What follows belongs to an exercise in optimizing a design on an open flow for small area and a short achievable clock period; a production flow would make more cautious choices. No functional check of the RTL was part of any run shown here. Power figures rest on the tool's default switching activity, not on a simulated workload.

==> flow/design.v <==
package dq_pkg;
  localparam int FUNC_W = 3;
  localparam logic [FUNC_W-1:0] FUNC_PUSH_FRONT = 3'd0;
  localparam logic [FUNC_W-1:0] FUNC_PUSH_BACK  = 3'd1;
  localparam logic [FUNC_W-1:0] FUNC_POP_FRONT  = 3'd2;
  localparam logic [FUNC_W-1:0] FUNC_POP_BACK   = 3'd3;
  localparam logic [FUNC_W-1:0] FUNC_PEEK_FRONT = 3'd4;
  localparam logic [FUNC_W-1:0] FUNC_PEEK_BACK  = 3'd5;
  localparam logic [FUNC_W-1:0] FUNC_CLEAR      = 3'd6;
endpackage
module dq_cell #(
  parameter int DATA_WIDTH = 32
) (
  input  logic                  clk,
  input  logic                  we,
  input  logic [DATA_WIDTH-1:0] push_word,
  output logic [DATA_WIDTH-1:0] data
);
  always_ff @(posedge clk) begin
    if (we) begin
      data <= push_word;
    end
  end
endmodule
module double_ended_queue #(
  parameter int DEPTH      = 16,
  parameter int DATA_WIDTH = 32
) (
  input  logic clk,
  input  logic rst,
  input  logic s_tvalid,
  output logic s_tready,
  input  logic [((DATA_WIDTH+7)/8)*8-1:0] s_tdata,
  input  logic [dq_pkg::FUNC_W-1:0] s_tuser,
  output logic m_tvalid,
  input  logic m_tready,
  output logic [((DATA_WIDTH+3+$clog2(DEPTH+1)+7)/8)*8-1:0] m_tdata
);
  localparam int CNT_W     = $clog2(DEPTH + 1);
  localparam int PTR_W     = $clog2(DEPTH);
  localparam int RES_W     = DATA_WIDTH + 3 + CNT_W;
  localparam int M_TDATA_W = ((RES_W + 7) / 8) * 8;
  logic [dq_pkg::FUNC_W-1:0] func;
  logic                      accept;
  logic [CNT_W-1:0] count;
  logic [PTR_W-1:0] head;
  logic [PTR_W-1:0] tail;
  logic             empty;
  logic [CNT_W-1:0] count_next;
  logic             full;
  logic             ok_q;
  logic [DATA_WIDTH-1:0] peek_q;
  logic             is_peek;
  logic [DATA_WIDTH-1:0] end_word;
  logic [DEPTH-1:0] head_oh;
  logic [DEPTH-1:0] tail_oh;
  logic [DEPTH-1:0] we;
  logic [DEPTH-1:0] rsel;
  logic [DATA_WIDTH-1:0] mem [DEPTH];
  logic [DATA_WIDTH-1:0] peek_word;
  assign func     = s_tuser;
  assign s_tready = !m_tvalid || m_tready;
  assign accept   = s_tvalid && s_tready;
  assign full  = count[CNT_W-1];
  assign is_peek = (func[dq_pkg::FUNC_W-1:1] == dq_pkg::FUNC_PEEK_FRONT[dq_pkg::FUNC_W-1:1]) && !empty;
  always_comb begin
    for (int i = 0; i < DEPTH; i++) begin
      head_oh[i] = (head == PTR_W'(i));
      tail_oh[i] = (tail == PTR_W'(i));
    end
  end
  for (genvar i = 0; i < DEPTH; i++) begin : g_word
    assign we[i]   = !full && (head_oh[(i + 1) % DEPTH] || tail_oh[i]);
    assign rsel[i] = func[0] ? tail_oh[(i + 1) % DEPTH] : head_oh[i];
    dq_cell #(
      .DATA_WIDTH(DATA_WIDTH)
    ) u_cell (
      .clk      (clk),
      .we       (we[i]),
      .push_word(s_tdata[DATA_WIDTH-1:0]),
      .data     (mem[i])
    );
  end
  always_comb begin
    end_word = '0;
    for (int i = 0; i < DEPTH; i++) begin
      end_word = end_word | (mem[i] & {DATA_WIDTH{rsel[i]}});
    end
  end
  assign peek_word = end_word & {DATA_WIDTH{is_peek}};
  always_comb begin
    count_next = count;
    case (func)
      dq_pkg::FUNC_PUSH_FRONT,
      dq_pkg::FUNC_PUSH_BACK:  if (!full) count_next = count + 1'b1;
      dq_pkg::FUNC_POP_FRONT,
      dq_pkg::FUNC_POP_BACK:   if (!empty) count_next = count - 1'b1;
      dq_pkg::FUNC_CLEAR:      count_next = '0;
      default: ;
    endcase
  end
  always_ff @(posedge clk) begin
    if (rst) begin
      count    <= '0;
      empty    <= 1'b1;
      tail     <= head;
      m_tvalid <= 1'b0;
    end else begin
      if (accept) begin
        count <= count_next;
        empty <= (count_next == '0);
        case (func)
          dq_pkg::FUNC_PUSH_FRONT: if (!full) head <= head - 1'b1;
          dq_pkg::FUNC_PUSH_BACK:  if (!full) tail <= tail + 1'b1;
          dq_pkg::FUNC_POP_FRONT:  if (!empty) head <= head + 1'b1;
          dq_pkg::FUNC_POP_BACK:   if (!empty) tail <= tail - 1'b1;
          dq_pkg::FUNC_CLEAR:      tail <= head;
          default: ;
        endcase
      end
      if (accept) begin
        m_tvalid <= 1'b1;
      end else if (m_tready) begin
        m_tvalid <= 1'b0;
      end
    end
  end
  always_ff @(posedge clk) begin
    if (s_tready) begin
      case (func)
        dq_pkg::FUNC_PUSH_FRONT,
        dq_pkg::FUNC_PUSH_BACK:  ok_q <= !full;
        dq_pkg::FUNC_POP_FRONT,
        dq_pkg::FUNC_POP_BACK,
        dq_pkg::FUNC_PEEK_FRONT,
        dq_pkg::FUNC_PEEK_BACK,
        dq_pkg::FUNC_CLEAR:      ok_q <= !empty;
        default:                 ok_q <= 1'b0;
      endcase
      peek_q <= peek_word;
    end
  end
  assign m_tdata = M_TDATA_W'({count, full, empty, peek_q, ok_q});
endmodule
==> flow/flow/run.sh <==
#!/bin/bash
cp standard.sh standard_sh.txt
export BUFFER_PORTS_ARGS="-buffer_cell sky130_fd_sc_hd__buf_2"
bash standard.sh > standard.log 2>&1
==> flow/standard.sh <==
#!/bin/bash
# synth_recipe.tcl (not shown) runs the flow's synth.tcl, then flattens the netlist and writes it again
# the make line also repeats each setting of config.mk as NAME=value (left out here)
make -C /OpenROAD-flow-scripts/flow DESIGN_CONFIG=/design/flow/config.mk WORK_HOME=/design/flow/orfs CLKGATE_MAP_FILE= SYNTH_SCRIPT=/design/flow/synth_recipe.tcl "${@:-finish}"
==> flow/config.mk <==
export PLATFORM = sky130hd
export DESIGN_NAME = double_ended_queue
export DESIGN_NICKNAME = double_ended_queue
export VERILOG_FILES = /design/flow/design.v
export SDC_FILE = /design/flow/constraint.sdc
export NUM_CORES = 4
export LEC_CHECK = 0
export CAP_MARGIN = 20
export CORE_MARGIN = 2
export CORE_UTILIZATION = 30
export CTS_BUF_LIST = sky130_fd_sc_hd__clkbuf_8
export CTS_CLUSTER_DIAMETER = 45
export CTS_CLUSTER_SIZE = 16
export SETUP_SLACK_MARGIN = 2.0
export SLEW_MARGIN = 20
==> flow/constraint.sdc <==
create_clock -name core_clock -period 4.5 [get_ports {clk}]
set_input_delay 0.9000 -clock core_clock [delete_from_list [all_inputs] [get_ports {clk}]]
set_output_delay 0.9000 -clock core_clock [all_outputs]
set_load 0.01 [all_outputs]
==> run_results.csv, run 1 <==
group,metric,value,unit
grt,track_usage,0.173,
logic_synthesis,synth-compound-area-share,0.139,
logic_synthesis,avgSynthCellArea,17.1,um^2
sta,finalHoldViolCount,0,
routing,wl,66.6,mm
pwr,power_density,394,mW/mm^2
pwr,internal-power,0.00774,W
sta,finalClockSkew,0.0483,ns
placed_design,place.gp.congestion,0.846,
placed_design,port_buffers,80,
routing,wl_per_cell,27.1,um
final_layout,utilization,0.363,
logic_synthesis,synth_nets,1333,
pwr,power_frac_comb,0.079,
grt,overflow,0,
sta,fmax,397,MHz
clock_network,cts_tree,"done",
setup_path,crit_arrival,2.91,ns
clock_network,cts.reportedPaths.clkPinSlew,0.09,ns
pwr,switching_share,0.246,
routing,drtIter0Drc,1869,
logic_synthesis,synthMuxAreaShare,0.00195,
placed_design,dp_hpwl,38.8,mm
setup_path,critPathBufInv,3,
placed_design,dpl_cell_area,0.0237,mm^2
sta,slew_headroom,0.300,
routing,via_per_inst,5.48,
pwr,power.switching,0.00253,W
sta,rsz0062_at_grt,"yes",
floorplanning,fp.dieArea,0.0749,mm^2
sta,fin_crit_sh,0.560,
sta,holdWs,0.497,ns
logic_synthesis,synth_top_cells_by_area,"edfxtp_1 76%, a22o_1 3.7%, o21ai_0 3.2%, a22oi_1 2.8%, a41oi_1 1.1%",
floorplanning,chipWidth,274,um
setup_path,cp_slowest_cell,"edfxtp_1",
logic_synthesis,synth_top_area_cell,"edfxtp_1",
final_layout,syn_to_final_growth,19.4,%
grt,grt_max_degree,37,
routing,drt_pre_antenna_iters,5,
logic_synthesis,ys_ff_latch,560,
clock_network,cts-root-buf,"clkbuf_8",
sta,setup_tns,0,ns
pwr,clkPwrFrac,0.334,
logic_synthesis,netlist_area,0.0218,mm^2
clock_network,cts_buffer_depth,3,
logic_synthesis,synth.distinct_cells,65,
grt,grt_pass1_vias,13100,
clock_network,postCtsHoldBufs,0,
logic_synthesis,yosysSeqAreaShare,0.767,
setup_path,cpPeakStageDelay,0.47,ns
sta,min_period,2.52,ns
logic_synthesis,ys_top_cells_by_count,"553 x edfxtp_1, 139 x o21ai_0, 93 x a22o_1, 81 x a22oi_1",
setup_path,crit_chain,"buf_4 -> ha_4 -> nor4bb_2 -> buf_4 -> or2_4 -> buf_12 -> a22o_1 -> a221oi_2 -> a41oi_1",
clock_network,cts_buffers,54,
sta,setup_viol,0,
logic_synthesis,ys_async_sr_fraction,0,
setup_path,critPathMostFrequentCell,"buf_4",
floorplanning,rows,98,
logic_synthesis,synthAdderAreaFrac,0.00860,
logic_synthesis,synth_top_area_frac,0.761,
pwr,irDropWorstVdd,189,uV
logic_synthesis,yosysWarnings,3,
job,maxCapViolations,0,
logic_synthesis,synth_top_family_by_area,"compound AO/OA/AOI/OAI gates",
grt,antenna_found_initial,1,
logic_synthesis,synthCells,1279,
floorplanning,coreArea,0.0717,mm^2
routing,postRouteAntennaNets,0,
grt,grt_pass1_wl,94.2,mm
setup_path,timing_worst_setup_path_type,"flop to flop",
final_layout,stdcell_area,0.0261,mm^2
pwr,leakage,8.46,nW
worst_hold_path,hp-class,"input pin to flop",
clock_network,htreeDepth,2,
setup_path,crit_fanout,12,
final_layout,drive_gt1_frac,0.291,
final_layout,nets,1524,
setup_path,cp_data_required_time,4.90,ns
logic_synthesis,synth_edf_count,553,
clock_network,clock-sinks,560,
floorplanning,ios,81,
floorplanning,initial_core_util,0.304,
setup_path,worstSetupStartpointType,"flop",
logic_synthesis,synth_most_common_cell,"edfxtp_1",
logic_synthesis,synth_simple_gate_area_frac,0.0550,
sta,worst_pin_slew,1.04,ns
pwr,p_seq_frac,0.587,
sta,finalMaxSlewViolations,0,
routing,drc,0,
logic_synthesis,dominantRegCellSynth,"edfxtp_1",
status,status,"finished clean",
setup_path,cp-end-kind,"flop",
final_layout,fill_cells,6667,
pwr,total_power,0.0103,W
setup_path,crit_family,"compound AO/OA/AOI/OAI gates",
floorplanning,die_h,274,um
clock_network,clock_latency,0.70,ns
logic_synthesis,synthXorXnorAreaFrac,0.00241,
routing,num_vias,13500,
==> per-stage QoR <==
step                      setup WS (ns)  cells
final                              1.98   2462
after global placement            0.801   2291
after floorplan                    1.49   1279
after global routing               1.92   2462
after CTS                          1.98   2435
after detailed placement          0.777   2291
==> per-layer routing <==
layer | wire length, um | vias to the layer above | global-route usage
li1 | - | 5689 | -
met2 | 32800 | 653 | 0.289
met4 | 1740 | 0 | 0.0607
met3 | 5410 | 98 | 0.0268
met1 | 26700 | 7045 | 0.229
met5 | 0 | - | 0
==> cell families after synthesis <==
group / after synthesis
flip-flops: 560
AO/OA/AOI/OAI: 409
AND/OR/NAND/NOR: 185
buffers and inverters: 100
adder cells (fa/ha/maj): 15
XOR/XNOR: 6
multiplexers: 4
==> power by group through the flow <==
stage               combinational (W)  sequential, W  clock, W
detailed placement           0.000681        0.00617         0
CTS                          0.000769        0.00604   0.00347
floorplan                    0.000359        0.00614         0
finish                       0.000806        0.00603   0.00343
global placement             0.000671        0.00616         0
global route                 0.000851        0.00605   0.00365
==> timing repair <==
| action | CTS | global route |
|---|---|---|
| gates cloned | 2 | 1 |
| endpoints found under the hold margin | 0 | 0 |
| setup buffers | 45 | 25 |
| gates resized for setup | 90 | 28 |
| endpoints found under the setup margin | 279 | 114 |
| pin swaps | 13 | 10 |
==> worst min-delay path: cells and delay by family <==
family / cells / cell delay (ns)
buffers and inverters: 2 / 0.16
AOI/OAI and AO/OA: 1 / 0.05
==> state kept, by name, indices dropped and copies added (netlist names) <==
name / cells
g_word.u_cell.data: 512
tail: 4
m_tvalid: 1
ok_q: 1
peek_q: 32
empty: 1
head: 4
count: 5
==> path summary, 6_finish.rpt <==
check                               from         to  slack [ns]  depth (start not counted)
worst max-delay path             tail[0]  peek_q[3]        1.98                          9
worst min-delay path            s_tvalid   m_tvalid        0.50                          3
worst max register to register   tail[0]  peek_q[3]        1.98                          9
worst min register to register  count[3]   count[3]        0.60                          2
==> placed cells by master, fill, tap and decap left out, types with 9 or more instances in the layout <==
master	n
a221oi_2	26
nand2_1	13
or2_4	12
nor2_1	11
buf_12	19
clkbuf_8	55
a22oi_1	81
nand4_1	31
nor3_2	21
nand3_1	9
inv_1	13
edfxtp_1	553
buf_2	79
buf_4	103
nor2_4	13
buf_6	15
a41oi_1	26
a22o_1	92
o21ai_0	139
nor3_1	12
==> cell type report <==
type	count	area (um^2)	area share
flip-flops and latches	560	16800	0.643
multi-input cells	622	5100	0.196
repair buffers	218	1750	0.0671
well taps	950	1190	0.0456
clock buffers	55	757	0.0291
clock inverters	42	453	0.0174
inverters	14	52.6	0.00202
diodes	1	2.50	0.0000961
==> run 2: changes to the inputs <==
--- a/flow/design.v
+++ b/flow/design.v
@@ -19,6 +19,21 @@
   always_ff @(posedge clk) begin
     if (we) begin
       data <= push_word;
+    end
+  end
+endmodule
+module dq_read #(
+  parameter int DEPTH      = 16,
+  parameter int DATA_WIDTH = 32
+) (
+  input  logic [DEPTH*DATA_WIDTH-1:0] words,
+  input  logic [DEPTH-1:0]            sel,
+  output logic [DATA_WIDTH-1:0]       word
+);
+  always_comb begin
+    word = '0;
+    for (int i = 0; i < DEPTH; i++) begin
+      word = word | (words[i*DATA_WIDTH +: DATA_WIDTH] & {DATA_WIDTH{sel[i]}});
     end
   end
 endmodule
@@ -50,8 +65,8 @@
   logic             full;
   logic             ok_q;
   logic [DATA_WIDTH-1:0] peek_q;
-  logic             is_peek;
-  logic [DATA_WIDTH-1:0] end_word;
+  logic             peek_front;
+  logic             peek_back;
   logic [DEPTH-1:0] head_oh;
   logic [DEPTH-1:0] tail_oh;
   logic [DEPTH-1:0] we;
@@ -62,7 +77,8 @@
   assign s_tready = !m_tvalid || m_tready;
   assign accept   = s_tvalid && s_tready;
   assign full  = count[CNT_W-1];
-  assign is_peek = (func[dq_pkg::FUNC_W-1:1] == dq_pkg::FUNC_PEEK_FRONT[dq_pkg::FUNC_W-1:1]) && !empty;
+  assign peek_front = (func == dq_pkg::FUNC_PEEK_FRONT) && !empty;
+  assign peek_back  = (func == dq_pkg::FUNC_PEEK_BACK) && !empty;
   always_comb begin
     for (int i = 0; i < DEPTH; i++) begin
       head_oh[i] = (head == PTR_W'(i));
@@ -71,7 +87,8 @@
   end
   for (genvar i = 0; i < DEPTH; i++) begin : g_word
     assign we[i]   = !full && (head_oh[(i + 1) % DEPTH] || tail_oh[i]);
-    assign rsel[i] = func[0] ? tail_oh[(i + 1) % DEPTH] : head_oh[i];
+    assign rsel[i] = (peek_front && head_oh[i]) ||
+                     (peek_back && tail_oh[(i + 1) % DEPTH]);
     dq_cell #(
       .DATA_WIDTH(DATA_WIDTH)
     ) u_cell (
@@ -81,13 +98,18 @@
       .data     (mem[i])
     );
   end
-  always_comb begin
-    end_word = '0;
-    for (int i = 0; i < DEPTH; i++) begin
-      end_word = end_word | (mem[i] & {DATA_WIDTH{rsel[i]}});
-    end
+  logic [DEPTH*DATA_WIDTH-1:0] mem_flat;
+  for (genvar i = 0; i < DEPTH; i++) begin : g_flat
+    assign mem_flat[i*DATA_WIDTH +: DATA_WIDTH] = mem[i];
   end
-  assign peek_word = end_word & {DATA_WIDTH{is_peek}};
+  dq_read #(
+    .DEPTH     (DEPTH),
+    .DATA_WIDTH(DATA_WIDTH)
+  ) u_read (
+    .words(mem_flat),
+    .sel  (rsel),
+    .word (peek_word)
+  );
   always_comb begin
     count_next = count;
     case (func)
--- a/flow/config.mk
+++ b/flow/config.mk
@@ -13,3 +13,4 @@
 export CTS_CLUSTER_SIZE = 16
 export SETUP_SLACK_MARGIN = 2.0
 export SLEW_MARGIN = 20
+export SYNTH_HIERARCHICAL = 1
==> run 2 against run 1 <==
- via count fell by 11%
- die area is 4.1% lower
- total power down 5.9%
- clock skew fell by 0.0014 ns
- largest cell class unchanged
- highest routed layer is now met5
==> run_results.csv, run 2 <==
group,metric,value,unit
final_layout,nets,1351,
grt,grt_pass1_vias,11900,
grt,overflow,0,
floorplanning,initial_core_util,0.304,
final_layout,final_common_cell,"edfxtp_1",
floorplanning,rows,96,
setup_path,crit_arrival,2.85,ns
placed_design,place.gp.congestion,0.786,
status,status,"finished clean",
pwr,switching_share,0.232,
clock_network,cts_buffer_depth,3,
logic_synthesis,synth_top_cells_by_area,"edfxtp_1 79%, a221oi_1 5.4%, a22o_1 5.3%, buf_6 1.3%, nand4_1 0.96%",
final_layout,syn_to_final_growth,19.3,%
grt,track_usage,0.155,
pwr,power_density,387,mW/mm^2
sta,finalClockSkew,0.0469,ns
worst_hold_path,hold_depth,3,
logic_synthesis,dominantRegCellSynth,"edfxtp_1",
pwr,power.switching,0.00225,W
logic_synthesis,synth_edf_count,553,
sta,worst_pin_slew,0.992,ns
setup_path,r2r_start,"tail[3]",
sta,setup_tns,0,ns
logic_synthesis,yosysWarnings,10,
sta,min_period,2.48,ns
floorplanning,fp.dieArea,0.0719,mm^2
final_layout,stdcell_area,0.0250,mm^2
routing,via_per_inst,5.27,
setup_path,ff2ff_path_depth,7,
floorplanning,ios,81,
worst_hold_path,min_to,"m_tvalid",
setup_path,cp-end-kind,"flop",
job,maxCapViolations,0,
grt,grt_max_degree,33,
clock_network,cts.reportedPaths.clkPinSlew,0.09,ns
logic_synthesis,avgSynthCellArea,18.9,um^2
sta,finalMaxSlewViolations,0,
pwr,clkPwrFrac,0.321,
logic_synthesis,synth_most_common_cell,"edfxtp_1",
logic_synthesis,synth_top_area_cell,"edfxtp_1",
setup_path,r2r_slack,2.02,ns
floorplanning,die_h,268,um
final_layout,fill_cells,6299,
sta,setup_viol,0,
setup_path,rr_endpoint,"peek_q[2]",
final_layout,top_regs,"g_word.u_cell.data: 512 flops, peek_q: 32 flops, count: 5 flops",
logic_synthesis,synthCells,1110,
routing,num_vias,12000,
pwr,p_seq_frac,0.624,
clock_network,cts-root-buf,"clkbuf_8",
final_layout,fin_cells,2268,
floorplanning,chipWidth,268,um
clock_network,htreeDepth,2,
grt,antenna_found_initial,2,
logic_synthesis,ys_top_cells_by_count,"553 x edfxtp_1, 128 x a221oi_1, 127 x a22o_1, 32 x nand4_1, 30 x clkbuf_1",
setup_path,cp_data_required_time,4.87,ns
clock_network,cts_buffers,51,
placed_design,port_buffers,80,
sta,rsz0062_at_grt,"yes",
routing,drt_pre_antenna_iters,5,
logic_synthesis,synth.distinct_cells,50,
grt,grt_pass1_wl,80.7,mm
sta,worst_slack,2.02,ns
logic_synthesis,synth_top_area_frac,0.793,
routing,wl,56.2,mm
clock_network,cts_tree,"done",
routing,drtIter0Drc,1541,
placed_design,dp_slack,0.839,ns
routing,drc,0,
logic_synthesis,yosysSeqAreaShare,0.800,
sta,finalHoldViolCount,0,
routing,postRouteAntennaNets,0,
sta,fin_crit_sh,0.550,
pwr,irDropWorstVdd,216,uV
sta,fmax,404,MHz
placed_design,dp_hpwl,30.3,mm
pwr,internal-power,0.00742,W
final_layout,drive_gt1_frac,0.274,
setup_path,crit_fanout,9,
pwr,leakage,8.15,nW
floorplanning,coreArea,0.0688,mm^2
placed_design,dpl_cell_area,0.0227,mm^2
final_layout,largest_reg_flops,512,
final_layout,largest-register,"g_word.u_cell.data",
placed_design,dp_cells,2093,
sta,slew_headroom,0.333,
final_layout,layout_common_cells,"553 x edfxtp_1, 127 x a22o_1, 112 x a221oi_1",
clock_network,postCtsHoldBufs,0,
pwr,power_frac_comb,0.055,
logic_synthesis,synth_nets,1160,
worst_hold_path,hold_start,"s_tvalid",
logic_synthesis,ys_async_sr_fraction,0,
clock_network,clock_latency,0.68,ns
setup_path,worstSetupStartpointType,"flop",
routing,wl_per_cell,24.8,um
clock_network,clock-sinks,560,
setup_path,timing_worst_setup_path_type,"flop to flop",
logic_synthesis,ys_ff_latch,560,
final_layout,diodes,0,
worst_hold_path,hp-class,"input pin to flop",
logic_synthesis,netlist_area,0.0209,mm^2
## run 2: how the worst max path moves through the flow
stage          cells past startpoint  startpoint          to
2_1_floorplan                      8  s_tuser[1]  peek_q[20]
3_5_place_dp                       9  s_tuser[2]   peek_q[9]
6_report                           7     tail[3]   peek_q[2]
5_1_grt                            8     tail[1]   peek_q[2]
3_3_place_gp                       9  s_tuser[2]   peek_q[9]
4_1_cts                            8     head[0]   peek_q[2]
## run 2: logic make-up (layout without fill, tap and decap cells)
group | after synthesis | in the layout | share of synthesized area
flops | 560 | 560 | 0.800
compound gates | 333 | 337 | 0.134
simple gates | 118 | 121 | 0.0308
buf+inv | 79 | 299 | 0.0248
fa+ha+maj | 11 | 11 | 0.00658
xor+xnor | 5 | 5 | 0.00209
mux | 4 | 4 | 0.00197
## run 2: worst max-delay path: stages, from the launching register on
cell      delay (ns)
edfxtp_1        0.52
buf_4           0.18
nand2b_2        0.35
o22ai_4         0.18
buf_4           0.22
a22o_1          0.21
a221oi_1        0.31
nand4_1         0.19
## run 2: power by group through the flow
stage	registers [W]	clock network (W)	logic, W
detailed placement	0.00616	0	0.000459
global route	0.00605	0.00336	0.000564
global placement	0.00615	0	0.000446
floorplan	0.00614	0	0.000211
finish	0.00603	0.00311	0.000527
CTS	0.00604	0.00318	0.000519
## run 2: final cells by class
class	count	area, um^2	area share
sequential	560	16700	0.671
multi-input combinational	478	4340	0.174
timing repair buffer	198	1600	0.0642
tap	931	1160	0.0467
clock buffer	52	716	0.0287
clock inverter	37	339	0.0136
inverter	12	45.0	0.00180
## run 2: timing repair
item / 4_1_cts / 5_1_grt
gates resized for setup: 39 / 20
gates cloned: 8 / 0
pin swaps: 27 / 6
endpoints found under the setup margin: 195 / 90
setup buffers: 61 / 17
## run 2: per-layer routing
layer,global-route usage,vias up,share of wire
li1,-,5152,-
met1,0.200,6173,0.41
met2,0.256,506,0.48
met4,0.0655,2,0.038
met3,0.0279,117,0.075
met5,0,-,0.00028
## run 2: through the flow
step	hold slack (ns)	total power (W)	util
detailed placement	0.542	0.00662	0.331
global placement	0.534	0.00660	0.331
global route	0.502	0.00998	0.363
finish	0.498	0.00967	0.363
CTS	0.471	0.00974	0.359
floorplan	0.520	0.00635	-

==> afterwards: timing with drivers on the ports <==
How much do the figures lean on ideal ports? The routed layouts below were timed once more, with nothing changed but the port constraints. Step 1 sets driving cells, clkbuf_16 on the clock port and buf_2 on the other inputs (assumed; they add their load-dependent delay and slew). Step 2, shift: input delay + t, output delay - t, t = (earliest + latest rising clock arrival at the registers) / 2. This alone moves slack from input paths to output paths. Slacks: no drivers / after step 1 / after step 2; pairs: no drivers / after step 1.
| run | t (ns) | setup slack, ns | cell pins on the clock port's net |
|---|---|---|---|
| run 1 | 0.730 | 1.982 / 1.982 / 1.523 | 1 |
| run 2 | 0.713 | 2.023 / 2.023 / 1.409 | 1 |
After both steps every run listed still meets setup and hold. The setup slack of run 2, which loses most, moves by 0.000 ns with the drivers and by -0.614 ns with both steps.
